Source: an optimization exercise on an open RTL-to-GDS flow (aim: small area and a short achievable clock period). Production flows keep margins and buffers that such runs may drop.
Only simulation tests tie the RTL to the original design; equivalence was not proved.

## flow/design.v (module list and top-level ports; edited modules follow where they fit)
// module cic_decim: 2231 lines
// module ddc_core: 2360 lines
module ddc_core
(
    input  logic        ADC_CLK,
    input  logic        RST_N,
    input  logic [11:0] ADC_IN,
    input  logic        ENC_SW,
    input  logic        ENC_DIR,
    input  logic        ENC_CNT,
    input  logic        ENC_CLK,
    input  logic        DATA_ACK,
    output logic [15:0] OUT,
    output logic        DATA_RDY
);
  // ...
==> flow/flow/run.sh <==
#!/bin/bash
# Own layout flow: the standard ORFS flow (standard.sh, unchanged synthesis script and
# constraints) with a few extra ORFS settings:
#  - port buffers are buf_4 cells instead of the default pick,
#  - the resizer may swap cells across footprints,
#  - timing repair aims at a larger setup margin.
set -euo pipefail
bash standard.sh \
  "SETUP_SLACK_MARGIN=${MARGIN:-5.25}" \
  "MATCH_CELL_FOOTPRINT=0" \
  "BUFFER_PORTS_ARGS=-buffer_cell sky130_fd_sc_hd__buf_4" \
  finish > standard_flow.log 2>&1
==> flow/standard.sh <==
#!/bin/bash
# synth_recipe.tcl (not shown) runs the flow's synth.tcl, then flattens the netlist and writes it again
# the make line also repeats each setting of config.mk as NAME=value (left out here)
make -C /OpenROAD-flow-scripts/flow DESIGN_CONFIG=/design/flow/config.mk WORK_HOME=/design/flow/orfs CLKGATE_MAP_FILE= SYNTH_SCRIPT=/design/flow/synth_recipe.tcl "${@:-finish}"
==> flow/config.mk <==
export PLATFORM = sky130hd
export DESIGN_NAME = ddc_core
export DESIGN_NICKNAME = ddc_core
export VERILOG_FILES = /design/flow/design.v
export SDC_FILE = /design/flow/constraint.sdc
export NUM_CORES = 4
export LEC_CHECK = 0
export ABC_AREA = 1
export CAP_MARGIN = 20
export CORE_MARGIN = 2
export CORE_UTILIZATION = 40
export CTS_BUF_LIST = sky130_fd_sc_hd__clkbuf_8 sky130_fd_sc_hd__clkbuf_16
export CTS_CLUSTER_DIAMETER = 50
export CTS_CLUSTER_SIZE = 24
export SLEW_MARGIN = 20
==> flow/constraint.sdc <==
create_clock -name core_clock -period 8.0 [get_ports {ADC_CLK}]
set_input_delay 1.6000 -clock core_clock [delete_from_list [all_inputs] [get_ports {ADC_CLK}]]
set_output_delay 1.6000 -clock core_clock [all_outputs]
set_load 0.01 [all_outputs]
==> out/metrics.sh, run 1 <==
HOLD_PATH_CLASS='flop to flop'
REPORT.FINAL.HOLD_VIOL_COUNT=0
SYNTH_COMPOUND_AREA_SHARE_PCT=12.2
POSTSYNTH.ASYNCRESETSHARE_PCT=100
SETUP_REPAIR_AFTER_GLOBAL_ROUTING_MISSED_ITS_MARGIN='true'
XOR_XNOR_FRACTION_OF_SYNTH_AREA_PCT=6.44
FP.DIEH_UM=338
GRTUSAGETOTAL_PCT=18.3
WORSTSETUPPATHDEPTH=1
SYNTH_AREA_LEADERS='sky130_fd_sc_hd__dfrtp_1 38%, sky130_fd_sc_hd__nand2_1 11%, sky130_fd_sc_hd__ha_1 10%'
NNETSFINAL=6043
FRACTION_OF_STANDARD_CELL_AREA_THAT_IS_SEQUENTIAL_PCT=31.9
WORST_SLEW_PIN_SLEW_NS=0.896
SYNTH.AVG_CELL_AREA_UM2=8.42
FINISH.INSTANCE_AREA_MM2=0.0529
MOSTFREQUENTLAYOUTCELLS='1310 x sky130_fd_sc_hd__nand2_1, 687 x sky130_fd_sc_hd__inv_1, 648 x sky130_fd_sc_hd__dfrtp_1'
SYNTH_CELLS=5308
SETUP_VIOL=0
CLK_PIN_SLEW_WORST_PATHS_NS=0.06
NUMBER_OF_ENABLE_TYPE_REGISTER_CELLS_IN_THE_SYNTHESIZED_NETLIST=0
GRT_FIRST_PASS_WIRELENGTH_UM=176000
FINALCLOCKSKEW_NS=0.0380
SYNTH-SIMPLE-AREA-SHARE_PCT=18.1
GLOBALROUTE.TOTALOVERFLOW=0
WHS_ENDPOINT='sync_q[4]'
CTS_TREE='yes'
DOMINANT_COMBINATIONAL_CELL_FAMILY_BY_AREA_AFTER_SYNTHESIS='simple AND/OR/NAND/NOR gates'
YOSYSUNIQUECELLTYPES=62
SYN_TO_FINAL_GROWTH_PCT=18.4
CP_DATA_REQUIRED_TIME_NS=6.40
CP_NUM_BUF_INV=1
STATUS='finished clean'
DRT.ANTENNA.VIOLATING_NETS=0
FOOTPRINT_OF_THE_MULTI_INPUT_GATES_MM2=0.0256
REG_AREA_MM2=0.0169
ROUTED_WIRELENGTH_UM=107000
NUMCTSBUFFERS=96
FINAL.PERIOD_UTILIZATION_PCT=35.1
==> run 2, diff against run 1 <==
--- a/flow/design.v
+++ b/flow/design.v
@@ -18,19 +18,20 @@
     input  logic        dk1,
     input  logic        dk2,
     input  logic        dv,      
     output logic [15:0] dout
 );
     logic [16:0] i0l_q, i0h_q, i1l_q, i1h_q, i2l_q, i2h_q;
     logic        i0c_a_q, i0c_b_q, i0v_q;    
     logic        i1c_q, i2c_q;
-    logic [33:0] u_q, v_q, w_q;
+    logic        dumph_q;         
+    logic [33:0] u_q, w_q;
     logic        xp_q;            
-    logic [1:0]  cu_q, cv_q;      
+    logic        cu_q;            
     logic ci_s_1;
     logic ci_c_2;
     assign ci_s_1 = i0l_q[0] ^ da[0] ^ db[0];
     assign ci_c_2 = (i0l_q[0] & da[0]) | (i0l_q[0] & db[0]) | (da[0] & db[0]);
     logic ci_s_3;
     logic ci_c_4;
     assign ci_s_3 = i0l_q[1] ^ da[1] ^ db[1];
     assign ci_c_4 = (i0l_q[1] & da[1]) | (i0l_q[1] & db[1]) | (da[1] & db[1]);
@@ -2179,66 +2180,61 @@
     assign yh_sum_lc_1000 = yh_sum_G_979 | (yh_sum_P_980 & yl_sum[17]);
     assign yh_sum[14] = yh_sum_p_901 ^ yh_sum_lc_1000;
     logic yh_sum_lc_1001;
     assign yh_sum_lc_1001 = yh_sum_G_981 | (yh_sum_P_982 & yl_sum[17]);
     assign yh_sum[15] = yh_sum_p_902 ^ yh_sum_lc_1001;
     logic yh_sum_lc_1002;
     assign yh_sum_lc_1002 = yh_sum_G_983 | (yh_sum_P_984 & yl_sum[17]);
     assign yh_sum[16] = yh_sum_p_903 ^ yh_sum_lc_1002;
-    logic       xb, xp;
-    logic [1:0] cu, cv;
-    logic [2:0] su, sv;
+    logic       xb, xp, cu;
+    logic [1:0] su;
     assign xb = u_q[0];
     assign xp = ser0 ? 1'b0 : xp_q;
-    assign cu = ser0 ? 2'd0 : cu_q;
-    assign cv = ser0 ? 2'd2 : cv_q;
-    assign su = {2'b0, xb} + {2'b0, xp} + {2'b0, v_q[0]} + {1'b0, cu};
-    assign sv = {2'b0, w_q[0]} + {2'b0, ~xb} + {2'b0, ~xp} + {1'b0, cv};
+    assign cu = ser0 ? 1'b1 : cu_q;
+    assign su = {1'b0, xp} + {1'b0, ~w_q[0]} + {1'b0, cu};
     assign dout = yh_sum[16:1];
     always_ff @(posedge clk or negedge rst_n) begin
         if (!rst_n) begin
             i0l_q   <= '0;
             i0h_q   <= '0;
             i1l_q   <= '0;
             i1h_q   <= '0;
             i2l_q   <= '0;
             i2h_q   <= '0;
             i0c_a_q <= 1'b0;
             i0c_b_q <= 1'b0;
             i0v_q   <= 1'b0;
             i1c_q   <= 1'b0;
             i2c_q   <= 1'b0;
+            dumph_q <= 1'b0;
             u_q     <= '0;
-            v_q     <= '0;
             w_q     <= '0;
             xp_q    <= 1'b0;
-            cu_q    <= '0;
-            cv_q    <= '0;
+            cu_q    <= 1'b0;
         end else begin
             i0l_q   <= i0l_sum[16:0];
             i0c_a_q <= i0c_a_d;
             i0c_b_q <= i0c_b_d;
             i0v_q   <= dv;
             i0h_q   <= i0h_sum;
             i1l_q   <= i1l_sum[16:0];
             i1c_q   <= i1l_sum[17];
             i1h_q   <= i1h_sum;
-            i2l_q   <= i2l_sum[16:0];
-            i2c_q   <= i2l_sum[17];
-            i2h_q   <= i2h_sum;
+            i2l_q   <= strobe ? i1l_q : i2l_sum[16:0];
+            i2c_q   <= strobe ? 1'b0 : i2l_sum[17];
+            i2h_q   <= dumph_q ? i1h_q : i2h_sum;
+            dumph_q <= strobe;
             if (strobe) begin
                 u_q <= {i2h_sum, i2l_q};
             end else if (ser) begin
                 u_q  <= {su[0], u_q[33:1]};
-                v_q  <= {sv[0], v_q[33:1]};
                 w_q  <= {xb, w_q[33:1]};
                 xp_q <= xb;
-                cu_q <= su[2:1];
-                cv_q <= sv[2:1];
+                cu_q <= su[1];
             end
         end
     end
 endmodule
 module ddc_core
 (
     input  logic        ADC_CLK,
     input  logic        RST_N,
@@ -2374,23 +2370,24 @@
     logic [15:0] mb_q0;
     logic [15:0] ma_q1;
     logic [15:0] mb_q1;
     logic mvalid_q;
     logic ms_q0, ms_q1, mns_q0, mns_q1, mk1_q0, mk1_q1, mk2_q0, mk2_q1;
     logic [33:0] mva0, mvb0, mva1, mvb1;
     logic [5:0]  cnt_q;
     logic        strobe, ser, ser0;
+    logic        strobe_q, nser_q, nser0_q;    
     logic [7:0]  a;
     assign a      = phase_q[31:24];
     logic [21:0] qpair;
     assign qpair  = quarter_pair(a[5:0]);
-    assign strobe = &cnt_q;
-    assign ser    = (cnt_q < 6'd34);    
-    assign ser0   = (cnt_q == 6'd0);
+    assign strobe = strobe_q;           
+    assign ser    = ~nser_q;            
+    assign ser0   = ~nser0_q;           
     logic x3_d_p_1;
     logic x3_d_g_15;
     assign x3_d_p_1 = ADC_IN[0] ^ 1'b0;
     assign x3_d_g_15 = ADC_IN[0] & 1'b0;
     logic x3_d_p_2;
     logic x3_d_g_16;
     assign x3_d_p_2 = ADC_IN[1] ^ ADC_IN[0];
     assign x3_d_g_16 = ADC_IN[1] & ADC_IN[0];
@@ -4487,16 +4484,19 @@
             mk1_q1 <= 1'b0;
             mk2_q0 <= 1'b0;
             mk2_q1 <= 1'b0;
             ma_q0 <= '0;
             mb_q0 <= '0;
             ma_q1 <= '0;
             mb_q1 <= '0;
             cnt_q   <= '0;
+            strobe_q <= 1'b0;
+            nser_q  <= 1'b0;
+            nser0_q <= 1'b0;
             out_q   <= '0;
             hold_q  <= '0;
             rdy_q   <= 1'b0;
             ptr_q   <= 1'b0;
         end else begin
             meta_q  <= {DATA_ACK, ENC_CLK, ENC_CNT, ENC_DIR, ENC_SW};
             sync_q  <= meta_q;
             prev_q  <= sync_q[4:2];
@@ -4575,16 +4575,19 @@
             ms_q1   <= lo_q1[19];
             mns_q0  <= ~lo_q0[19];
             mns_q1  <= ~lo_q1[19];
             mk1_q0  <= mk1_0_285;
             mk1_q1  <= mk1_1_461;
             mk2_q0  <= mk2_0_286;
             mk2_q1  <= mk2_1_462;
             cnt_q   <= cnt_q + 6'd1;
+            strobe_q <= (cnt_q == 6'd62);
+            nser_q  <= ~((cnt_q < 6'd33) || (cnt_q == 6'd63));
+            nser0_q <= ~(cnt_q == 6'd63);
             if (strobe) begin
                 out_q  <= dec0;
                 hold_q <= dec1;
                 rdy_q  <= 1'b1;
                 ptr_q  <= 1'b0;
             end else if (ack_rise && rdy_q) begin
                 if (!ptr_q) begin
                     out_q <= hold_q;
==> flow/config.mk (replaced) <==
export PLATFORM = sky130hd
export DESIGN_NAME = ddc_core
export DESIGN_NICKNAME = ddc_core
export VERILOG_FILES = /design/flow/design.v
export SDC_FILE = /design/flow/constraint.sdc
export NUM_CORES = 4
export LEC_CHECK = 0
export ABC_AREA = 1
export CAP_MARGIN = 20
export CORE_MARGIN = 2
export CORE_UTILIZATION = 40
export CTS_CLUSTER_DIAMETER = 60
export CTS_CLUSTER_SIZE = 20
export SLEW_MARGIN = 20
==> run 2 against run 1 <==
Still clean; via count decreased by 0.80%; clock-buffer cell count shrank 23; synthesized area shrank 4.3%; maximum frequency up 0.86%; highest routed layer unchanged.
==> out/metrics.sh, run 2 <==
STATUS='finished clean'  # unchanged
SYNTH_SEQ_CELLS=603  # was 673
YOSYS.CELL_COUNT.TOP_TYPE='sky130_fd_sc_hd__nand2_1'  # unchanged
CRITICAL_PATH.REG2REG.STARTPOINT='x_q[6]'  # was x3_q[12]
MET2WIRELENGTH_UM=50500  # was 49800 µm
STARTPOINT='x_q[6]'  # was rdy_q
WORSTSETUPPATHDEPTH=9  # was 1
SYNTH_AREA_LEADERS='sky130_fd_sc_hd__dfrtp_1 35%, sky130_fd_sc_hd__nand2_1 11%, sky130_fd_sc_hd__ha_1 11%'  # was sky130_fd_sc_hd__dfrtp_1 38%, sky130_fd_sc_hd__nand2_1 11%, sky130_fd_sc_hd__ha_1 10%
SYNTH_CELLS=5253  # was 5308
MOSTFREQUENTLAYOUTCELLS='1243 x sky130_fd_sc_hd__nand2_1, 690 x sky130_fd_sc_hd__inv_1, 574 x sky130_fd_sc_hd__dfrtp_1'  # was 1310 x sky130_fd_sc_hd__nand2_1, 687 x sky130_fd_sc_hd__inv_1, 648 x sky130_fd_sc_hd__dfrtp_1
SETUP_REPAIR_AFTER_GLOBAL_ROUTING_MISSED_ITS_MARGIN='true'  # unchanged
CTS_SINKS=603  # was 673
DETAIL_ROUTE.FIRST_PASS.ITERATIONS=6  # unchanged
FP.DIEH_UM=331  # was 338 µm
GRT_FIRST_PASS_WIRELENGTH_UM=178000  # was 176000 µm
DP_SLACK_NS=4.63  # was 4.70 ns
POSTSYNTHNETCOUNT=5797  # was 5860
RELSLEWSLACK_PCT=38.7  # was 40.3%
SETUP.WORST_PATH.END='mb_q0[3]'  # was DATA_RDY
ANTENNA_FOUND_INITIAL=0  # unchanged
REPORT.FINAL.HOLD_VIOL_COUNT=0  # unchanged
FINAL.PERIOD_UTILIZATION_PCT=34.8  # was 35.1%
FINAL.SETUP.WORST_SLACK_NS=5.21  # was 5.19 ns
LARGESTREGISTERS='u_cic0.u_q (34), u_cic1.u_q (34), u_cic1.w_q (34)'
CRIT_CHAIN='clkinvlp_4, buf_4, buf_4, o22ai_1, a221oi_2, xor2_1, fa_1, fa_1, xor2_1'  # was buf_6
SLEW_VIOL_FINAL=0  # unchanged
PATH_DELAY_FAMILY='adder cells'  # was flip-flops
GLOBALPLACE.CONGESTION=0.949  # was 0.947
SYN_TO_FINAL_GROWTH_PCT=17.7  # was 18.4%
SETUP.WORST_PATH.END_CLASS='flop'  # was output pin
YOSYSUNIQUECELLTYPES=62  # unchanged
GRT_START_MAX_NET_PINS=173  # was 154
GRT_PASS1_VIAS=34400  # was 34700
SYNTH.AVG_CELL_AREA_UM2=8.14  # was 8.42 µm²
NUMCTSBUFFERS=69  # was 96
REG_AREA_MM2=0.0151  # was 0.0169 mm²
NUM_VIAS=36000  # was 36200
SETUP_VIOL=0  # unchanged
IOPINCOUNT=36  # unchanged
SYNTHESIS.AREA_MM2=0.0427  # was 0.0447 mm²
VIASPERCELL=5.21  # was 5.13
CTS_ROOT_BUFFER='sky130_fd_sc_hd__clkbuf_16'  # unchanged
GRTUSAGETOTAL_PCT=19.8  # was 18.3%
CLOCK_LATENCY_NS=0.64  # was 0.68 ns
HTREE_NUM_LEVELS=3  # unchanged
CTS_TREE='yes'  # unchanged
FRACTION_OF_FINAL_LAYOUT_CELLS_WITH_DRIVE_STRENGTH_GREATER_THAN_1_PCT=14.6  # was 14.0%
FOOTPRINT_OF_THE_MULTI_INPUT_GATES_MM2=0.0255  # was 0.0256 mm²
CRITICAL_PATH_ARRIVAL_NS=3.29  # was 1.21 ns
STARTPOINT_TYPE='flop'  # unchanged
REGISTER_TO_REGISTER_SETUP_SLACK_NS=5.21  # was 5.24 ns
WORST_HOLD_SLACK_NS=0.348  # was 0.346 ns
DP_CELLS=6543  # was 6691
CP_MAX_FO=6  # was 2
DRT_FIRST_ITER_VIOLATIONS=2812  # was 2904
CORE_AREA_MM2=0.106  # was 0.111 mm²
SYNTH_TOP_FLOP_CELL='sky130_fd_sc_hd__dfrtp_1'  # unchanged
FINAL_CELL_COUNT_WITHOUT_FILLERS=6902  # was 7060
TOTAL_LENGTH_OF_ROUTED_MET3_WIRES_UM=6280  # was 5490 µm
ROUTED_WIRELENGTH_UM=109000  # was 107000 µm
CRITPATHKIND='flop to flop'  # was flop to output pin
WORST_SLEW_PIN_SLEW_NS=0.920  # was 0.896 ns
FINALCRITICALPERIOD_NS=2.79  # was 2.81 ns
CP_DATA_REQUIRED_TIME_NS=8.50  # was 6.40 ns
CRITPATHMAXSTAGEDELAY_NS=0.49  # was 0.41 ns
PLACE.PORT_BUFFERS=35  # unchanged
NUM_ANTENNA_CELLS=0  # unchanged
HOLD_PATH_STARTPOINT='meta_q[0]'  # was meta_q[4]
FINALCLOCKSKEW_NS=0.0360  # was 0.0380 ns
SYNTH.CELLS.MOST_FREQUENT='1289 x sky130_fd_sc_hd__nand2_1, 737 x sky130_fd_sc_hd__inv_1, 603 x sky130_fd_sc_hd__dfrtp_1, 368 x sky130_fd_sc_hd__ha_1, 318 x sky130_fd_sc_hd__nand3_1'  # was 1344 x sky130_fd_sc_hd__nand2_1, 719 x sky130_fd_sc_hd__inv_1, 673 x sky130_fd_sc_hd__dfrtp_1, 370 x sky130_fd_sc_hd__ha_1, 291 x sky130_fd_sc_hd__nand3_1
DIE_WIDTH_UM=331  # was 338 µm
TIMING.MAX_CAP.VIOLATIONS=0  # unchanged
CLK_PIN_SLEW_WORST_PATHS_NS=0.07  # was 0.06 ns
MOST_COMMON_CELL_AFTER_LAYOUT_FILL_AND_TAPS_ASIDE='sky130_fd_sc_hd__nand2_1'  # unchanged
ACHIEVABLE-FREQUENCY_MHz=359  # was 356 MHz
FINALCOREUTILIZATION_PCT=47.7  # was 47.8%
SYNTH.TOP_CELL.AREA_SHARE_PCT=35.3  # was 37.7%
DP_HPWL_UM=76000  # was 73900 µm
HOLD_PATH_CLASS='flop to flop'  # unchanged
DRT.ANTENNA.VIOLATING_NETS=0  # unchanged
YS_WARN_COUNT=2  # unchanged
RR_WORST_DEPTH=9  # was 6
DETAIL_ROUTE.WL_PER_CELL_UM=15.8  # was 15.2 µm
CTS_HOLD_BUFFERS=0  # unchanged
NNETSFINAL=6000  # was 6043
POSTSYNTH.ASYNCRESETSHARE_PCT=100  # unchanged
CLOCK_TREE.BUFFER_DEPTH=3  # unchanged
TOP_LAYER_USED='met4'  # unchanged
SEQ_AREA_FRAC_SYNTH_PCT=35.3  # was 37.7%
NUMBER_OF_ENABLE_TYPE_REGISTER_CELLS_IN_THE_SYNTHESIZED_NETLIST=0  # unchanged
GLOBALROUTE.TOTALOVERFLOW=0  # unchanged
NFILLCELLS=9985  # was 10400
CP_SLOWEST_CELL='sky130_fd_sc_hd__dfrtp_2'  # was sky130_fd_sc_hd__dfrtp_1
M1WIRELENGTH_UM=48200  # was 48000 µm
SYNTH_TOP_AREA_CELL='sky130_fd_sc_hd__dfrtp_1'  # unchanged
NUM_ROWS=119  # was 122
CP_NUM_BUF_INV=3  # was 1
TIMING.SETUP.TNS_NS=0  # unchanged
NUMBER_OF_REMAINING_DRC_ERRORS=0  # unchanged
RR_ENDPOINT='mb_q0[3]'  # was mb_q0[5]
DIEAREA_MM2=0.109  # was 0.114 mm²
STARTING_DENSITY_PCT=40.5  # was 40.4%
-- run 2: logic make-up (layout without fill, tap and decap cells) --
group                      Yosys count  count (layout)  share of synthesized area, %
adders and majority gates          525             525                          18.1
DFF                                603             603                          35.3
other                                1               1                       0.00877
buffers and inverters              917            1173                          8.29
xor gates and xnor gates           290             290                          5.96
and+or+nand+nor                   2013            2015                          19.4
AOI/OAI and AO/OA                  904             904                          12.9
-- run 2: cell type report --
class / count / area share [%]
multi-input combinational: 3735 / 50.6
sequential: 603 / 30.1
inverter: 763 / 5.94
timing repair buffer: 278 / 4.68
clock buffer: 82 / 3.78
tap: 1391 / 3.46
clock inverter: 44 / 1.36
timing repair inverter: 6 / 0.0796
-- run 2: timing repair --
action,in CTS,in global routing
resized for setup,166,268
pin swaps,23,85
cloned,4,4
buffers inserted,96,129
setup endpoints to repair,308,290
-- run 2: metrics by stage --
stage / instance area (µm²)
final: 50300
after global routing: 50300
after floorplan: 42800
after detailed placement: 44300
after CTS: 48200
after global placement: 44300
-- run 2: how the worst min path moves through the flow --
stage	depth (start not counted)	to
after global placement	0	sync_q[2]
after global routing	0	sync_q[0]
final	0	sync_q[0]
after detailed placement	0	sync_q[0]
after CTS	0	sync_q[0]
after floorplan	0	sync_q[0]
-- run 2: worst register-to-register path, stage by stage, from the launching register on --
cell	delay, ns
sky130_fd_sc_hd__dfrtp_2	0.49
sky130_fd_sc_hd__clkinvlp_4	0.17
sky130_fd_sc_hd__buf_4	0.14
sky130_fd_sc_hd__buf_4	0.12
sky130_fd_sc_hd__o22ai_1	0.08
sky130_fd_sc_hd__a221oi_2	0.25
sky130_fd_sc_hd__xor2_1	0.29
sky130_fd_sc_hd__fa_1	0.49
sky130_fd_sc_hd__fa_1	0.48
sky130_fd_sc_hd__xor2_1	0.15
-- run 2: layer usage --
layer	global-route usage (%)	vias to the layer above
met1	26.6	17000
met3	2.89	303
met2	32.5	1043
li1	-	17600
met5	0	-
met4	7.25	0
==> run 3, diff against run 2 <==
--- a/flow/flow/run.sh
+++ b/flow/flow/run.sh
@@ -7,5 +7,5 @@
 set -euo pipefail
 bash standard.sh \
-  "SETUP_SLACK_MARGIN=${MARGIN:-5.25}" \
+  "SETUP_SLACK_MARGIN=${MARGIN:-5.15}" \
   "MATCH_CELL_FOOTPRINT=0" \
   "BUFFER_PORTS_ARGS=-buffer_cell sky130_fd_sc_hd__buf_4" \
--- a/flow/config.mk
+++ b/flow/config.mk
@@ -10,5 +10,5 @@
 export CORE_MARGIN = 2
 export CORE_UTILIZATION = 40
-export CTS_CLUSTER_DIAMETER = 60
-export CTS_CLUSTER_SIZE = 20
+export CTS_CLUSTER_DIAMETER = 75
+export CTS_CLUSTER_SIZE = 26
 export SLEW_MARGIN = 20
==> run 3 against run 2 <==
Still clean on timing, DRC and antenna; first-iteration DRC count shrank 14%; utilization decreased by 2.1 points; synthesized cell count unchanged; critical path type unchanged; hold slack better by 0.0065 ns.
==> out/metrics.sh, run 3 <==
SYNTH_TOP_AREA_CELL='sky130_fd_sc_hd__dfrtp_1'  # unchanged
CRITPATHKIND='flop to flop'  # unchanged
SETUP_REPAIR_AFTER_GLOBAL_ROUTING_MISSED_ITS_MARGIN='true'  # unchanged
DRT_FIRST_ITER_VIOLATIONS=2412  # was 2812
NUM_ROWS=119  # unchanged
WORST_SLEW_PIN_SLEW_NS=0.857  # was 0.920 ns
SLEW_VIOL_FINAL=0  # unchanged
GLOBALPLACE.CONGESTION=0.920  # was 0.949
TIMING.SETUP.TNS_NS=0  # unchanged
DP_CELLS=6544  # was 6543
SYNTH.TOP_CELL.AREA_SHARE_PCT=35.3  # unchanged
CP_MAX_FO=11  # was 6
FINAL.PERIOD_UTILIZATION_PCT=35.9  # was 34.8%
CRITICAL_PATH.REG2REG.STARTPOINT='x_q[8]'  # was x_q[6]
STARTING_DENSITY_PCT=40.5  # unchanged
HTREE_NUM_LEVELS=2  # was 3
SYNTHESIS.AREA_MM2=0.0427  # unchanged
FINISH.INSTANCE_AREA_MM2=0.0481  # was 0.0503 mm²
NUM_ANTENNA_CELLS=0  # unchanged
WORST_HOLD_SLACK_NS=0.355  # was 0.348 ns
SYNTH.CELLS.MOST_FREQUENT='1289 x sky130_fd_sc_hd__nand2_1, 737 x sky130_fd_sc_hd__inv_1, 603 x sky130_fd_sc_hd__dfrtp_1, 368 x sky130_fd_sc_hd__ha_1, 318 x sky130_fd_sc_hd__nand3_1'  # unchanged
DP_HPWL_UM=75400  # was 76000 µm
FINALCLOCKSKEW_NS=0.0381  # was 0.0360 ns
CTS_HOLD_BUFFERS=0  # unchanged
NUMCTSBUFFERS=44  # was 69
NFILLCELLS=10300  # was 9985
NNETSFINAL=5879  # was 6000
DETAIL_ROUTE.WL_PER_CELL_UM=15.6  # was 15.8 µm
FINALCRITICALPERIOD_NS=2.87  # was 2.79 ns
CORE_AREA_MM2=0.106  # unchanged
REPORT.FINAL.HOLD_VIOL_COUNT=0  # unchanged
SYNTH.AVG_CELL_AREA_UM2=8.14  # unchanged
CTS_TREE='yes'  # unchanged
SYNTH_AREA_LEADERS='sky130_fd_sc_hd__dfrtp_1 35%, sky130_fd_sc_hd__nand2_1 11%, sky130_fd_sc_hd__ha_1 11%'  # unchanged
FINAL_CELL_COUNT_WITHOUT_FILLERS=6760  # was 6902
CLOCK_LATENCY_NS=0.64  # about the same
MOST_COMMON_CELL_AFTER_LAYOUT_FILL_AND_TAPS_ASIDE='sky130_fd_sc_hd__nand2_1'  # unchanged
SYNTH_SEQ_CELLS=603  # unchanged
GRT_START_MAX_NET_PINS=139  # was 173
POSTSYNTHNETCOUNT=5797  # unchanged
SETUP.WORST_PATH.END='mb_q1[2]'  # was mb_q0[3]
CTS_SINKS=603  # unchanged
FRACTION_OF_FINAL_LAYOUT_CELLS_WITH_DRIVE_STRENGTH_GREATER_THAN_1_PCT=10.4  # was 14.6%
SYN_TO_FINAL_GROWTH_PCT=12.4  # was 17.7%
REGISTER_TO_REGISTER_SETUP_SLACK_NS=5.13  # was 5.21 ns
ANTENNA_FOUND_INITIAL=0  # unchanged
DRT.ANTENNA.VIOLATING_NETS=0  # unchanged
STATUS='finished clean'  # unchanged
YOSYSUNIQUECELLTYPES=62  # unchanged
DETAIL_ROUTE.FIRST_PASS.ITERATIONS=9  # was 6
IOPINCOUNT=36  # unchanged
RELSLEWSLACK_PCT=42.4  # was 38.7%
CLOCK_TREE.BUFFER_DEPTH=3  # unchanged
CP_DATA_REQUIRED_TIME_NS=8.51  # was 8.50 ns
CLK_PIN_SLEW_WORST_PATHS_NS=0.09  # was 0.07 ns
SYNTH_TOP_FLOP_CELL='sky130_fd_sc_hd__dfrtp_1'  # unchanged
YS_WARN_COUNT=2  # unchanged
GRTUSAGETOTAL_PCT=19.3  # was 19.8%
NUM_VIAS=35000  # was 36000
ACHIEVABLE-FREQUENCY_MHz=349  # was 359 MHz
FP.DIEH_UM=331  # unchanged
TIMING.MAX_CAP.VIOLATIONS=0  # unchanged
VIASPERCELL=5.18  # was 5.21
STARTPOINT='x_q[8]'  # was x_q[6]
GLOBALROUTE.TOTALOVERFLOW=0  # unchanged
PLACE.PORT_BUFFERS=35  # unchanged
GRT_FIRST_PASS_WIRELENGTH_UM=174000  # was 178000 µm
CTS_ROOT_BUFFER='sky130_fd_sc_hd__clkbuf_16'  # unchanged
FINALCOREUTILIZATION_PCT=45.5  # was 47.7%
GRT_PASS1_VIAS=33900  # was 34400
STARTPOINT_TYPE='flop'  # unchanged
YOSYS.CELL_COUNT.TOP_TYPE='sky130_fd_sc_hd__nand2_1'  # unchanged
HOLD_PATH_CLASS='flop to flop'  # unchanged
LARGESTREGISTERS='u_cic0.u_q (34), u_cic1.u_q (34), u_cic1.w_q (34)'  # unchanged
NUMBER_OF_REMAINING_DRC_ERRORS=0  # unchanged
MOSTFREQUENTLAYOUTCELLS='1265 x sky130_fd_sc_hd__nand2_1, 708 x sky130_fd_sc_hd__inv_1, 580 x sky130_fd_sc_hd__dfrtp_1'  # was 1243 x sky130_fd_sc_hd__nand2_1, 690 x sky130_fd_sc_hd__inv_1, 574 x sky130_fd_sc_hd__dfrtp_1
DETAILED_PLACE.AREA_MM2=0.0443  # about the same
POSTSYNTH.ASYNCRESETSHARE_PCT=100  # unchanged
NUMBER_OF_ENABLE_TYPE_REGISTER_CELLS_IN_THE_SYNTHESIZED_NETLIST=0  # unchanged
RR_ENDPOINT='mb_q1[2]'  # was mb_q0[3]
DIE_WIDTH_UM=331  # unchanged
ROUTED_WIRELENGTH_UM=106000  # was 109000 µm
DIEAREA_MM2=0.109  # unchanged
CRITICAL_PATH_ARRIVAL_NS=3.37  # was 3.29 ns
SETUP_VIOL=0  # unchanged
SETUP.WORST_PATH.END_CLASS='flop'  # unchanged
SEQ_AREA_FRAC_SYNTH_PCT=35.3  # unchanged
RR_WORST_DEPTH=8  # was 9
SYNTH_CELLS=5253  # unchanged
-- run 3: cell families (layout without fill, tap and decap cells) --
logic type / count (synthesis) / after routing / share of synthesized area, %
simple gates: 2013 / 2014 / 19.4
xor+xnor: 290 / 290 / 5.96
flops: 603 / 603 / 35.3
buf+inv: 917 / 1031 / 8.29
other cells: 1 / 1 / 0.00877
fa+ha+maj: 525 / 525 / 18.1
compound gates: 904 / 905 / 12.9
-- run 3: metal layers --
metal / share of wire [%] / vias up / global-route usage, %
li1: - / 17400 / -
met1: 46 / 16600 / 26.2
met2: 46 / 808 / 32.3
met3: 4.7 / 210 / 2.55
met4: 3.0 / 0 / 5.80
met5: 0 / - / 0
-- run 3: critical path, cell delays in order, from the launching register on --
cell,delay [ns]
sky130_fd_sc_hd__dfrtp_2,0.53
sky130_fd_sc_hd__clkinvlp_4,0.12
sky130_fd_sc_hd__buf_4,0.19
sky130_fd_sc_hd__o22ai_1,0.09
sky130_fd_sc_hd__a221oi_1,0.36
sky130_fd_sc_hd__xor2_1,0.33
sky130_fd_sc_hd__fa_1,0.48
sky130_fd_sc_hd__fa_1,0.50
sky130_fd_sc_hd__xor2_1,0.15
-- run 3: area by class of cell --
type | instances | area (µm²) | area share [%]
clock buffer | 47 | 1150 | 2.40
clock inverter | 33 | 453 | 0.942
inverter | 763 | 2950 | 6.14
multi-input combinational | 3735 | 25100 | 52.1
sequential | 603 | 15100 | 31.5
tap | 1391 | 1740 | 3.62
timing repair buffer | 185 | 1560 | 3.25
timing repair inverter | 3 | 20.0 | 0.0417
-- run 3: repair_timing --
item,4_1_cts,5_1_grt
pin swaps,10,45
setup buffers,72,59
setup endpoints to repair,286,228
gates cloned,1,4
gates resized for setup,115,190
-- run 3: worst min path at each step --
stage	start	endpoint	slack [ns]	depth (start not counted)
2_1_floorplan	meta_q[0]	sync_q[0]	0.33	0
3_3_place_gp	meta_q[3]	sync_q[3]	0.33	0
3_5_place_dp	meta_q[0]	sync_q[0]	0.34	0
4_1_cts	meta_q[0]	sync_q[0]	0.36	0
5_1_grt	meta_q[0]	sync_q[0]	0.37	0
6_report	meta_q[2]	sync_q[2]	0.35	0
-- run 3: per-stage QoR --
step | setup slack, ns
4_1_cts | 5.10
5_1_grt | 5.05
3_5_place_dp | 3.96
2_1_floorplan | 5.15
6_report | 5.13
3_3_place_gp | 3.92
==> run 4, diff against run 3 <==
--- a/flow/flow/run.sh
+++ b/flow/flow/run.sh
@@ -7,5 +7,5 @@
 set -euo pipefail
 bash standard.sh \
-  "SETUP_SLACK_MARGIN=${MARGIN:-5.15}" \
+  "SETUP_SLACK_MARGIN=${MARGIN:-5.25}" \
   "MATCH_CELL_FOOTPRINT=0" \
   "BUFFER_PORTS_ARGS=-buffer_cell sky130_fd_sc_hd__buf_4" \
--- a/flow/config.mk
+++ b/flow/config.mk
@@ -12,3 +12,4 @@
 export CTS_CLUSTER_DIAMETER = 75
 export CTS_CLUSTER_SIZE = 26
+export PLACE_DENSITY = 0.7
 export SLEW_MARGIN = 20
==> run 4 against run 3 <==
Routed wire length is 1.3% higher; synthesized area unchanged; die area unchanged.
==> out/metrics.sh, run 4 <==
CP_MAX_FO=2  # was 11
VIASPERCELL=5.23  # was 5.18
TIMING.MAX_CAP.VIOLATIONS=0  # unchanged
SYNTH.AVG_CELL_AREA_UM2=8.14  # unchanged
DP_HPWL_UM=74400  # was 75400 µm
CP_SLOWEST_CELL='sky130_fd_sc_hd__dfrtp_1'  # was sky130_fd_sc_hd__dfrtp_2
HTREE_NUM_LEVELS=2  # unchanged
CRITICAL_PATH_ARRIVAL_NS=1.22  # was 3.37 ns
CTS_TREE='yes'  # unchanged
SYNTH_TOP_AREA_CELL='sky130_fd_sc_hd__dfrtp_1'  # unchanged
CLOCK_LATENCY_NS=0.68  # was 0.64 ns
FINISH.INSTANCE_AREA_MM2=0.0493  # was 0.0481 mm²
SLEW_VIOL_FINAL=0  # unchanged
DETAILED_PLACE.AREA_MM2=0.0443  # about the same
ROUTED_WIRELENGTH_UM=107000  # was 106000 µm
SYN_TO_FINAL_GROWTH_PCT=15.4  # was 12.4%
YOSYS.CELL_COUNT.TOP_TYPE='sky130_fd_sc_hd__nand2_1'  # unchanged
DIEAREA_MM2=0.109  # unchanged
SYNTH.CELLS.MOST_FREQUENT='1289 x sky130_fd_sc_hd__nand2_1, 737 x sky130_fd_sc_hd__inv_1, 603 x sky130_fd_sc_hd__dfrtp_1, 368 x sky130_fd_sc_hd__ha_1, 318 x sky130_fd_sc_hd__nand3_1'  # unchanged
SETUP.WORST_PATH.END_CLASS='output pin'  # was flop
CLOCK_TREE.BUFFER_DEPTH=3  # unchanged
POSTSYNTHNETCOUNT=5797  # unchanged
ACHIEVABLE-FREQUENCY_MHz=355  # was 349 MHz
GLOBALPLACE.CONGESTION=0.941  # was 0.920
DP_CELLS=6542  # was 6544
FINAL.PERIOD_UTILIZATION_PCT=35.2  # was 35.9%
SETUP_REPAIR_AFTER_GLOBAL_ROUTING_MISSED_ITS_MARGIN='true'  # unchanged
RELSLEWSLACK_PCT=29.9  # was 42.4%
NFILLCELLS=10000  # was 10300
CRITPATHKIND='flop to output pin'  # was flop to flop
CORE_AREA_MM2=0.106  # unchanged
GRTUSAGETOTAL_PCT=19.0  # was 19.3%
NUM_ANTENNA_CELLS=0  # unchanged
NNETSFINAL=5957  # was 5879
SYNTH_SEQ_CELLS=603  # unchanged
CLK_PIN_SLEW_WORST_PATHS_NS=0.10  # was 0.09 ns
DP_SLACK_NS=4.67  # was 3.96 ns
PLACE.PORT_BUFFERS=35  # unchanged
FINALCLOCKSKEW_NS=0.0654  # was 0.0381 ns
RR_WORST_DEPTH=7  # was 8
SETUP_VIOL=0  # unchanged
MOSTFREQUENTLAYOUTCELLS='1244 x sky130_fd_sc_hd__nand2_1, 696 x sky130_fd_sc_hd__inv_1, 578 x sky130_fd_sc_hd__dfrtp_1'  # was 1265 x sky130_fd_sc_hd__nand2_1, 708 x sky130_fd_sc_hd__inv_1, 580 x sky130_fd_sc_hd__dfrtp_1
FP.DIEH_UM=331  # unchanged
GRT_PASS1_VIAS=34600  # was 33900
SEQ_AREA_FRAC_SYNTH_PCT=35.3  # unchanged
NUM_VIAS=35800  # was 35000
DETAIL_ROUTE.WL_PER_CELL_UM=15.6  # about the same
POSTSYNTH.ASYNCRESETSHARE_PCT=100  # unchanged
STARTING_DENSITY_PCT=40.5  # unchanged
DRT_FIRST_ITER_VIOLATIONS=3126  # was 2412
WORSTSETUPPATHDEPTH=1  # was 8
IOPINCOUNT=36  # unchanged
SYNTHESIS.AREA_MM2=0.0427  # unchanged
NUM_ROWS=119  # unchanged
FINAL.SETUP.WORST_SLACK_NS=5.18  # was 5.13 ns
STATUS='finished clean'  # unchanged
TIMING.SETUP.TNS_NS=0  # unchanged
STARTPOINT_TYPE='flop'  # unchanged
CRIT_CHAIN='buf_6'  # was clkinvlp_4, buf_4, o22ai_1, a221oi_1, xor2_1, fa_1, fa_1, xor2_1
MIN_DELAY_PATH_DEPTH=0  # unchanged
CTS_SINKS=603  # unchanged
GRT_FIRST_PASS_WIRELENGTH_UM=172000  # was 174000 µm
NUMBER_OF_ENABLE_TYPE_REGISTER_CELLS_IN_THE_SYNTHESIZED_NETLIST=0  # unchanged
MOST_COMMON_CELL_AFTER_LAYOUT_FILL_AND_TAPS_ASIDE='sky130_fd_sc_hd__nand2_1'  # unchanged
DRT.ANTENNA.VIOLATING_NETS=0  # unchanged
PATH_DELAY_FAMILY='flip-flops'  # was adder cells
LARGESTREGISTERS='u_cic0.u_q (34), u_cic1.u_q (34), u_cic1.w_q (34)'  # unchanged
CRITPATHMAXSTAGEDELAY_NS=0.41  # was 0.53 ns
SYNTH.TOP_CELL.AREA_SHARE_PCT=35.3  # unchanged
SYNTH_AREA_LEADERS='sky130_fd_sc_hd__dfrtp_1 35%, sky130_fd_sc_hd__nand2_1 11%, sky130_fd_sc_hd__ha_1 11%'  # unchanged
CTS_ROOT_BUFFER='sky130_fd_sc_hd__clkbuf_16'  # unchanged
FINALCRITICALPERIOD_NS=2.82  # was 2.87 ns
REPORT.FINAL.HOLD_VIOL_COUNT=0  # unchanged
REGISTER_TO_REGISTER_SETUP_SLACK_NS=5.25  # was 5.13 ns
CP_DATA_REQUIRED_TIME_NS=6.40  # was 8.51 ns
WORST_SLEW_PIN_SLEW_NS=1.05  # was 0.857 ns
YOSYSUNIQUECELLTYPES=62  # unchanged
NUMBER_OF_REMAINING_DRC_ERRORS=0  # unchanged
NUMCTSBUFFERS=43  # was 44
DETAIL_ROUTE.FIRST_PASS.ITERATIONS=6  # was 9
FINALCOREUTILIZATION_PCT=46.7  # was 45.5%
GLOBALROUTE.TOTALOVERFLOW=0  # unchanged
SYNTH_TOP_FLOP_CELL='sky130_fd_sc_hd__dfrtp_1'  # unchanged
FINAL_CELL_COUNT_WITHOUT_FILLERS=6838  # was 6760
DIE_WIDTH_UM=331  # unchanged
HOLD_PATH_CLASS='flop to flop'  # unchanged
FRACTION_OF_FINAL_LAYOUT_CELLS_WITH_DRIVE_STRENGTH_GREATER_THAN_1_PCT=13.9  # was 10.4%
SYNTH_CELLS=5253  # unchanged
GRT_START_MAX_NET_PINS=157  # was 139
CP_NUM_BUF_INV=1  # was 2
ANTENNA_FOUND_INITIAL=1  # was 0
YS_WARN_COUNT=2  # unchanged
-- run 4: cell counts after synthesis --
No cell type changed its count.
-- run 4: worst paths after layout --
| path | startpoint | to |
|---|---|---|
| setup / recovery | out_q[1] | OUT[1] |
| hold / removal | meta_q[1] | sync_q[1] |
| setup reg to reg | x_q[7] | mb_q0[3] |
| hold reg to reg | meta_q[1] | sync_q[1] |
| max in group asynchronous | RST_N | out_q[13] |
| min in group asynchronous | RST_N | u_cic0.i1h_q[15] |
-- run 4: what timing repair did --
action / 4_1_cts / 5_1_grt
hold endpoints to repair: 0 / 0
resized for setup: 152 / 286
setup endpoints to repair: 179 / 205
hold buffers: 0 / 0
gates cloned: 4 / 5
pin swaps: 21 / 92
buffers inserted: 97 / 111
-- run 4: metal layers --
metal  track usage (%)  wire [µm]  up-vias
li1                  -          -    17500
met1              24.9      46500    16900
met2              32.1      50600     1030
met3              2.28       5790      304
met4              7.52       4020        0
met5                 0          0        -
-- run 4: worst reg2reg max path: stages (launching register included) --
cell and delay [ns]:
sky130_fd_sc_hd__dfrtp_2 0.62, sky130_fd_sc_hd__clkinvlp_4 0.30, sky130_fd_sc_hd__o22ai_1 0.23, sky130_fd_sc_hd__a221oi_2 0.07, sky130_fd_sc_hd__xor2_1 0.28, sky130_fd_sc_hd__fa_1 0.49
sky130_fd_sc_hd__fa_1 0.49, sky130_fd_sc_hd__xor2_1 0.15
-- run 4: kinds of logic after synthesis --
group                      share of synthesized area [%]
DFF                                                 35.3
and+or+nand+nor                                     19.4
xor gates and xnor gates                            5.96
other                                            0.00877
AOI/OAI and AO/OA                                   12.9
buffers and inverters                               8.29
adders and majority gates                           18.1
-- run 4: final cells by class --
type	instances	area (µm²)	share of cell area [%]
clock buffers	47	1110	2.25
clock inverters	32	488	0.989
inverters	763	2980	6.03
multi-input cells	3735	25700	52.0
flip-flops and latches	603	15100	30.7
well taps	1391	1740	3.53
repair buffers	260	2190	4.43
repair inverters	7	47.5	0.0964
-- run 4: stage by stage --
step           hold slack, ns
2_1_floorplan           0.331
3_3_place_gp            0.334
3_5_place_dp            0.338
4_1_cts                 0.352
5_1_grt                 0.368
6_report                0.353
==> run 5, diff against run 4 <==
--- a/flow/config.mk
+++ b/flow/config.mk
@@ -12,4 +12,3 @@
 export CTS_CLUSTER_DIAMETER = 75
 export CTS_CLUSTER_SIZE = 26
-export PLACE_DENSITY = 0.7
 export SLEW_MARGIN = 20
==> run 5 against run 4 <==
Maximum frequency grew 0.28%; via count is essentially flat; register-to-register slack gained 0.03 ns; critical endpoint is now DATA_RDY; still clean; synthesized cell count is the same; clock-buffer cell count grew 3; cell count grew 0.16%; synthesized area is the same.
==> out/metrics.sh, run 5 <==
TOP_LAYER_USED='met4'  # unchanged
SYNTH_CELLS=5253  # unchanged
SYN_TO_FINAL_GROWTH_PCT=15.7  # was 15.4%
CLOCK_LATENCY_NS=0.64  # was 0.68 ns
CP_NUM_BUF_INV=1  # unchanged
FINAL.PERIOD_UTILIZATION_PCT=35.1  # was 35.2%
SEQ_AREA_FRAC_SYNTH_PCT=35.3  # unchanged
SYNTH_TOP_FLOP_CELL='sky130_fd_sc_hd__dfrtp_1'  # unchanged
FINALCOREUTILIZATION_PCT=46.8  # was 46.7%
CRITPATHKIND='flop to output pin'  # unchanged
REGISTER_TO_REGISTER_SETUP_SLACK_NS=5.28  # was 5.25 ns
POSTSYNTH.ASYNCRESETSHARE_PCT=100  # unchanged
SETUP.WORST_PATH.END_CLASS='output pin'  # unchanged
NUM_VIAS=35800  # about the same
NUMBER_OF_REMAINING_DRC_ERRORS=0  # unchanged
CRITICAL_PATH.REG2REG.STARTPOINT='x3_q[12]'  # was x_q[7]
CP_DATA_REQUIRED_TIME_NS=6.40  # about the same
HOLD_PATH_CLASS='flop to flop'  # unchanged
PATH_DELAY_FAMILY='flip-flops'  # unchanged
CP_MAX_FO=2  # unchanged
GRTUSAGETOTAL_PCT=19.6  # was 19.0%
CORE_AREA_MM2=0.106  # unchanged
CRITICAL_PATH_ARRIVAL_NS=1.21  # was 1.22 ns
YOSYSUNIQUECELLTYPES=62  # unchanged
NUMBER_OF_ENABLE_TYPE_REGISTER_CELLS_IN_THE_SYNTHESIZED_NETLIST=0  # unchanged
DIEAREA_MM2=0.109  # unchanged
PLACE.PORT_BUFFERS=35  # unchanged
POSTSYNTHNETCOUNT=5797  # unchanged
SYNTH.CELLS.MOST_FREQUENT='1289 x sky130_fd_sc_hd__nand2_1, 737 x sky130_fd_sc_hd__inv_1, 603 x sky130_fd_sc_hd__dfrtp_1, 368 x sky130_fd_sc_hd__ha_1, 318 x sky130_fd_sc_hd__nand3_1'  # unchanged
STARTING_DENSITY_PCT=40.5  # unchanged
CLOCK_TREE.BUFFER_DEPTH=3  # unchanged
SETUP_VIOL=0  # unchanged
IOPINCOUNT=36  # unchanged
DETAIL_ROUTE.FIRST_PASS.ITERATIONS=6  # unchanged
MET2WIRELENGTH_UM=50300  # was 50600 µm
SETUP_REPAIR_AFTER_GLOBAL_ROUTING_MISSED_ITS_MARGIN='true'  # unchanged
DRT.ANTENNA.VIOLATING_NETS=0  # unchanged
RR_WORST_DEPTH=6  # was 7
ACHIEVABLE-FREQUENCY_MHz=356  # was 355 MHz
ROUTED_WIRELENGTH_UM=109000  # was 107000 µm
GLOBALPLACE.CONGESTION=0.949  # was 0.941
ANTENNA_FOUND_INITIAL=0  # was 1
GLOBALROUTE.TOTALOVERFLOW=0  # unchanged
DRT_FIRST_ITER_VIOLATIONS=2832  # was 3126
REPORT.FINAL.HOLD_VIOL_COUNT=0  # unchanged
GRT_PASS1_VIAS=34100  # was 34600
FINALCLOCKSKEW_NS=0.0470  # was 0.0654 ns
CP_SLOWEST_CELL='sky130_fd_sc_hd__dfrtp_1'  # unchanged
NUM_ROWS=119  # unchanged
SLEW_VIOL_FINAL=0  # unchanged
TOTAL_LENGTH_OF_ROUTED_MET3_WIRES_UM=6170  # was 5790 µm
DP_HPWL_UM=76000  # was 74400 µm
CRITPATHMAXSTAGEDELAY_NS=0.43  # was 0.41 ns
NUMCTSBUFFERS=44  # was 43
CTS_SINKS=603  # unchanged
DIE_WIDTH_UM=331  # unchanged
FP.DIEH_UM=331  # unchanged
FINALCRITICALPERIOD_NS=2.81  # was 2.82 ns
CTS_ROOT_BUFFER='sky130_fd_sc_hd__clkbuf_16'  # unchanged
SYNTHESIS.AREA_MM2=0.0427  # unchanged
SYNTH_AREA_LEADERS='sky130_fd_sc_hd__dfrtp_1 35%, sky130_fd_sc_hd__nand2_1 11%, sky130_fd_sc_hd__ha_1 11%'  # unchanged
MIN_DELAY_PATH_DEPTH=0  # unchanged
STARTPOINT='rdy_q'  # was out_q[1]
TIMING.MAX_CAP.VIOLATIONS=0  # unchanged
YS_WARN_COUNT=2  # unchanged
HTREE_NUM_LEVELS=2  # unchanged
CRIT_CHAIN='buf_6'  # unchanged
NUM_ANTENNA_CELLS=0  # unchanged
YOSYS.CELL_COUNT.TOP_TYPE='sky130_fd_sc_hd__nand2_1'  # unchanged
SYNTH_SEQ_CELLS=603  # unchanged
SYNTH.AVG_CELL_AREA_UM2=8.14  # unchanged
DETAIL_ROUTE.WL_PER_CELL_UM=15.9  # was 15.6 µm
CLK_PIN_SLEW_WORST_PATHS_NS=0.10  # about the same
FRACTION_OF_FINAL_LAYOUT_CELLS_WITH_DRIVE_STRENGTH_GREATER_THAN_1_PCT=14.3  # was 13.9%
RELSLEWSLACK_PCT=37.6  # was 29.9%
LARGESTREGISTERS='u_cic0.u_q (34), u_cic1.u_q (34), u_cic1.w_q (34)'  # unchanged
WORST_SLEW_PIN_SLEW_NS=0.935  # was 1.05 ns
VIASPERCELL=5.23  # about the same
SYNTH.TOP_CELL.AREA_SHARE_PCT=35.3  # unchanged
STATUS='finished clean'  # unchanged
MOSTFREQUENTLAYOUTCELLS='1238 x sky130_fd_sc_hd__nand2_1, 692 x sky130_fd_sc_hd__inv_1, 577 x sky130_fd_sc_hd__dfrtp_1'  # was 1244 x sky130_fd_sc_hd__nand2_1, 696 x sky130_fd_sc_hd__inv_1, 578 x sky130_fd_sc_hd__dfrtp_1
TIMING.SETUP.TNS_NS=0  # unchanged
SYNTH_TOP_AREA_CELL='sky130_fd_sc_hd__dfrtp_1'  # unchanged
CTS_HOLD_BUFFERS=0  # unchanged
WORSTSETUPPATHDEPTH=1  # unchanged
GRT_START_MAX_NET_PINS=173  # was 157
CTS_TREE='yes'  # unchanged
STARTPOINT_TYPE='flop'  # unchanged
GRT_FIRST_PASS_WIRELENGTH_UM=177000  # was 172000 µm
MOST_COMMON_CELL_AFTER_LAYOUT_FILL_AND_TAPS_ASIDE='sky130_fd_sc_hd__nand2_1'  # unchanged
M1WIRELENGTH_UM=48300  # was 46500 µm
HOLD_PATH_STARTPOINT='meta_q[0]'  # was meta_q[1]
NNETSFINAL=5968  # was 5957
run 5: cell counts after synthesis:
No cell type changed its count.
run 5: repair_timing:
action	CTS	global route
endpoints found under the setup margin	304	234
pin swaps	27	97
cloned	5	5
buffers inserted	100	116
resized for setup	176	278
endpoints found under the hold margin	0	0
run 5: path summary, 6_finish.rpt:
kind                                   endpoint
worst max-delay path                   DATA_RDY
worst max register to register         mb_q1[5]
worst min-delay path                  sync_q[0]
max in group asynchronous               x_q[10]
worst min register to register        sync_q[0]
min in group asynchronous       u_cic1.i2h_q[6]
run 5: final cells by class:
cell class | instances | area (µm²)
clock buffers | 50 | 1160
clock inverters | 30 | 424
fillers | 10000 | 56100
inverters | 763 | 2980
multi-input cells | 3737 | 25700
flip-flops and latches | 603 | 15100
well taps | 1391 | 1740
repair buffers | 269 | 2280
repair inverters | 6 | 40.0
run 5: cell families (layout without fill, tap and decap cells):
kind of cell / count (synthesis) / after routing / share of synthesized area (%)
flip-flops: 603 / 603 / 35.3
AND/OR/NAND/NOR: 2013 / 2016 / 19.4
XOR/XNOR: 290 / 290 / 5.96
adder cells (fa/ha/maj): 525 / 525 / 18.1
buffers and inverters: 917 / 1118 / 8.29
AO/OA/AOI/OAI: 904 / 905 / 12.9
other: 1 / 1 / 0.00877
run 5: metal layers:
layer / track usage, % / up-vias
li1: - / 17500
met1: 26.7 / 16900
met2: 32.4 / 1011
met3: 2.44 / 295
met4: 6.56 / 0
met5: 0 / -
run 5: through the flow:
stage	hold slack [ns]	cell area, µm²	worst slack [ns]	instances
2_1_floorplan	0.331	42800	5.16	5253
3_3_place_gp	0.334	44300	4.65	6543
3_5_place_dp	0.336	44300	4.63	6543
4_1_cts	0.354	47400	5.15	6728
5_1_grt	0.360	49400	5.13	6849
6_report	0.350	49400	5.19	6849
==> run 6, diff against run 5 <==
--- a/flow/config.mk
+++ b/flow/config.mk
@@ -7,8 +7,8 @@
 export LEC_CHECK = 0
 export ABC_AREA = 1
-export CAP_MARGIN = 20
+export CAP_MARGIN = 10
 export CORE_MARGIN = 2
 export CORE_UTILIZATION = 40
 export CTS_CLUSTER_DIAMETER = 75
 export CTS_CLUSTER_SIZE = 26
-export SLEW_MARGIN = 20
+export SLEW_MARGIN = 10
==> run 6 against run 5 <==
Final area stayed put; hold slack stayed put; sequential share of layout area stayed put; global-route usage stayed put; first-iteration DRC count stayed put; critical endpoint unchanged; critical path type unchanged; highest routed layer unchanged; still clean on timing, DRC and antenna; register-to-register slack hardly changed; routed wire length stayed put; critical path depth stayed put.
==> out/metrics.sh, run 6 <==
CTS_SINKS=603  # unchanged
GRTUSAGETOTAL_PCT=19.6  # unchanged
LARGESTREGISTERS='u_cic0.u_q (34), u_cic1.u_q (34), u_cic1.w_q (34)'  # unchanged
RELSLEWSLACK_PCT=37.6  # unchanged
NNETSFINAL=5968  # unchanged
HTREE_NUM_LEVELS=2  # unchanged
IOPINCOUNT=36  # unchanged
DETAIL_ROUTE.WL_PER_CELL_UM=15.9  # unchanged
M1WIRELENGTH_UM=48300  # unchanged
DETAIL_ROUTE.FIRST_PASS.ITERATIONS=6  # unchanged
SYNTH_TOP_AREA_CELL='sky130_fd_sc_hd__dfrtp_1'  # unchanged
STARTPOINT_TYPE='flop'  # unchanged
ANTENNA_FOUND_INITIAL=0  # unchanged
CRITPATHMAXSTAGEDELAY_NS=0.43  # about the same
DP_HPWL_UM=76000  # unchanged
CRITICAL_PATH_ARRIVAL_NS=1.21  # about the same
FRACTION_OF_FINAL_LAYOUT_CELLS_WITH_DRIVE_STRENGTH_GREATER_THAN_1_PCT=14.3  # unchanged
CRIT_CHAIN='buf_6'  # unchanged
NUM_VIAS=35800  # unchanged
DP_CELLS=6543  # unchanged
NUMCTSBUFFERS=44  # unchanged
FP.DIEH_UM=331  # unchanged
NUMBER_OF_REMAINING_DRC_ERRORS=0  # unchanged
DRT.ANTENNA.VIOLATING_NETS=0  # unchanged
GRT_FIRST_PASS_WIRELENGTH_UM=177000  # unchanged
TIMING.MAX_CAP.VIOLATIONS=0  # unchanged
CP_SLOWEST_CELL='sky130_fd_sc_hd__dfrtp_1'  # unchanged
SYNTH_AREA_LEADERS='sky130_fd_sc_hd__dfrtp_1 35%, sky130_fd_sc_hd__nand2_1 11%, sky130_fd_sc_hd__ha_1 11%'  # unchanged
CORE_AREA_MM2=0.106  # unchanged
FINAL.PERIOD_UTILIZATION_PCT=35.1  # unchanged
CLOCK_TREE.BUFFER_DEPTH=3  # unchanged
WORST_SLEW_PIN_SLEW_NS=0.935  # unchanged
NUM_ROWS=119  # unchanged
ACHIEVABLE-FREQUENCY_MHz=356  # unchanged
CLK_PIN_SLEW_WORST_PATHS_NS=0.10  # about the same
DRT_FIRST_ITER_VIOLATIONS=2832  # unchanged
SEQ_AREA_FRAC_SYNTH_PCT=35.3  # unchanged
DIE_WIDTH_UM=331  # unchanged
CP_NUM_BUF_INV=1  # unchanged
VIASPERCELL=5.23  # unchanged
REPORT.FINAL.HOLD_VIOL_COUNT=0  # unchanged
POSTSYNTHNETCOUNT=5797  # unchanged
POSTSYNTH.ASYNCRESETSHARE_PCT=100  # unchanged
MOSTFREQUENTLAYOUTCELLS='1238 x sky130_fd_sc_hd__nand2_1, 692 x sky130_fd_sc_hd__inv_1, 577 x sky130_fd_sc_hd__dfrtp_1'  # unchanged
SYN_TO_FINAL_GROWTH_PCT=15.7  # unchanged
TOP_LAYER_USED='met4'  # unchanged
SYNTH_SEQ_CELLS=603  # unchanged
NUM_ANTENNA_CELLS=0  # unchanged
TIMING.SETUP.TNS_NS=0  # unchanged
MET2WIRELENGTH_UM=50300  # unchanged
FINAL_CELL_COUNT_WITHOUT_FILLERS=6849  # unchanged
NUMBER_OF_ENABLE_TYPE_REGISTER_CELLS_IN_THE_SYNTHESIZED_NETLIST=0  # unchanged
DETAILED_PLACE.AREA_MM2=0.0443  # unchanged
SYNTH.AVG_CELL_AREA_UM2=8.14  # unchanged
GRT_START_MAX_NET_PINS=173  # unchanged
PATH_DELAY_FAMILY='flip-flops'  # unchanged
FINISH.INSTANCE_AREA_MM2=0.0494  # unchanged
SYNTH.CELLS.MOST_FREQUENT='1289 x sky130_fd_sc_hd__nand2_1, 737 x sky130_fd_sc_hd__inv_1, 603 x sky130_fd_sc_hd__dfrtp_1, 368 x sky130_fd_sc_hd__ha_1, 318 x sky130_fd_sc_hd__nand3_1'  # unchanged
CTS_TREE='yes'  # unchanged
GRT_PASS1_VIAS=34100  # unchanged
SETUP_REPAIR_AFTER_GLOBAL_ROUTING_MISSED_ITS_MARGIN='true'  # unchanged
GLOBALROUTE.TOTALOVERFLOW=0  # unchanged
CP_DATA_REQUIRED_TIME_NS=6.40  # about the same
PLACE.PORT_BUFFERS=35  # unchanged
ROUTED_WIRELENGTH_UM=109000  # unchanged
MOST_COMMON_CELL_AFTER_LAYOUT_FILL_AND_TAPS_ASIDE='sky130_fd_sc_hd__nand2_1'  # unchanged
CRITPATHKIND='flop to output pin'  # unchanged
SETUP.WORST_PATH.END_CLASS='output pin'  # unchanged
SYNTH.TOP_CELL.AREA_SHARE_PCT=35.3  # unchanged
CTS_ROOT_BUFFER='sky130_fd_sc_hd__clkbuf_16'  # unchanged
CP_MAX_FO=2  # unchanged
DIEAREA_MM2=0.109  # unchanged
SETUP_VIOL=0  # unchanged
SYNTHESIS.AREA_MM2=0.0427  # unchanged
SYNTH_TOP_FLOP_CELL='sky130_fd_sc_hd__dfrtp_1'  # unchanged
TOTAL_LENGTH_OF_ROUTED_MET3_WIRES_UM=6170  # unchanged
YOSYS.CELL_COUNT.TOP_TYPE='sky130_fd_sc_hd__nand2_1'  # unchanged
CLOCK_LATENCY_NS=0.64  # about the same
STATUS='finished clean'  # unchanged
CTS_HOLD_BUFFERS=0  # unchanged
SLEW_VIOL_FINAL=0  # unchanged
YS_WARN_COUNT=2  # unchanged
FINALCRITICALPERIOD_NS=2.81  # unchanged
HOLD_PATH_CLASS='flop to flop'  # unchanged
NFILLCELLS=10000  # unchanged
FINALCLOCKSKEW_NS=0.0470  # unchanged
GLOBALPLACE.CONGESTION=0.949  # unchanged
STARTING_DENSITY_PCT=40.5  # unchanged
SYNTH_CELLS=5253  # unchanged
YOSYSUNIQUECELLTYPES=62  # unchanged
-- run 6: cell counts after synthesis --
Identical to the previous run, type by type.
-- run 6: worst paths after layout --
check                           slack, ns  cells after the start       from               to
worst min register to register       0.35                      0  meta_q[0]        sync_q[0]
min in group asynchronous            1.06                      1      RST_N  u_cic1.i2h_q[6]
worst max register to register       5.28                      6   x3_q[12]         mb_q1[5]
worst min-delay path                 0.35                      0  meta_q[0]        sync_q[0]
max in group asynchronous            5.52                      2      RST_N          x_q[10]
worst max-delay path                 5.19                      1      rdy_q         DATA_RDY
-- run 6: cell families (layout without fill, tap and decap cells) --
family | Yosys count | after routing | synth area share [%]
other | 1 | 1 | 0.00877
DFF | 603 | 603 | 35.3
AOI/OAI and AO/OA | 904 | 905 | 12.9
adders and majority gates | 525 | 525 | 18.1
buffers and inverters | 917 | 1118 | 8.29
and+or+nand+nor | 2013 | 2016 | 19.4
xor gates and xnor gates | 290 | 290 | 5.96
-- run 6: stage by stage --
step	hold slack, ns	worst slack, ns	utilization (%)
6_report	0.350	5.19	46.8
5_1_grt	0.360	5.13	46.8
4_1_cts	0.354	5.15	44.9
3_5_place_dp	0.336	4.63	42.0
3_3_place_gp	0.334	4.65	42.0
2_1_floorplan	0.331	5.16	-
-- run 6: cell type report --
cell class / instances / area, µm² / share of cell area, %
Multi-Input combinational cell: 3737 / 25700 / 52.0
Timing Repair Buffer: 269 / 2280 / 4.61
Timing Repair inverter: 6 / 40.0 / 0.0810
Inverter: 763 / 2980 / 6.03
Clock inverter: 30 / 424 / 0.858
Tap cell: 1391 / 1740 / 3.52
Sequential cell: 603 / 15100 / 30.6
Clock buffer: 50 / 1160 / 2.36
-- run 6: repair_timing --
item	4_1_cts	5_1_grt
cloned	5	5
endpoints found under the setup margin	304	234
buffers inserted	100	116
gates resized for setup	176	278
pin swaps	27	97
-- run 6: metal layers --
layer / track usage (%) / vias to the layer above
met1: 26.7 / 16900
met5: 0 / -
met2: 32.4 / 1011
met4: 6.56 / 0
li1: - / 17500
met3: 2.44 / 295

## port drivers added, routing unchanged
Ports are ideal in the flow. The routed layouts listed here were re-timed in OpenROAD. Step 1 sets driving cells, clkbuf_16 on the clock port and buf_2 on the other inputs (assumed; they add their load-dependent delay and slew). Step 2 times the ports against the registers' clock, not the clock port: input delays grow and output delays shrink by t, the midpoint of the rising clock arrivals with the driver on. a / b / c = no drivers / after step 1 / after step 2; a / b = the first two.
run | t, ns | setup WS [ns] | worst setup path at the end | worst data-port slew with drivers (ns) | cell pins on the clock port's net
run 1 | 0.720 | 5.189 / 5.126 / 4.796 | input to register | 0.07 | 1
run 2 | 0.688 | 5.213 / 5.162 / 4.865 | input to register | 0.06 | 1
run 3 | 0.688 | 5.132 / 5.132 / 4.817 | input to register | 0.05 | 1
run 4 | 0.709 | 5.183 / 5.118 / 4.857 | input to register | 0.07 | 1
run 5 | 0.689 | 5.191 / 5.124 / 4.840 | input, reset recovery | 0.06 | 1
run 6 | 0.689 | 5.191 / 5.124 / 4.840 | input, reset recovery | 0.06 | 1
After both steps setup and hold are still met in every run listed. For run 1, which loses most, drivers alone change the setup slack by -0.063 ns; drivers and shift together by -0.393 ns. Setup slack includes reset recovery checks.
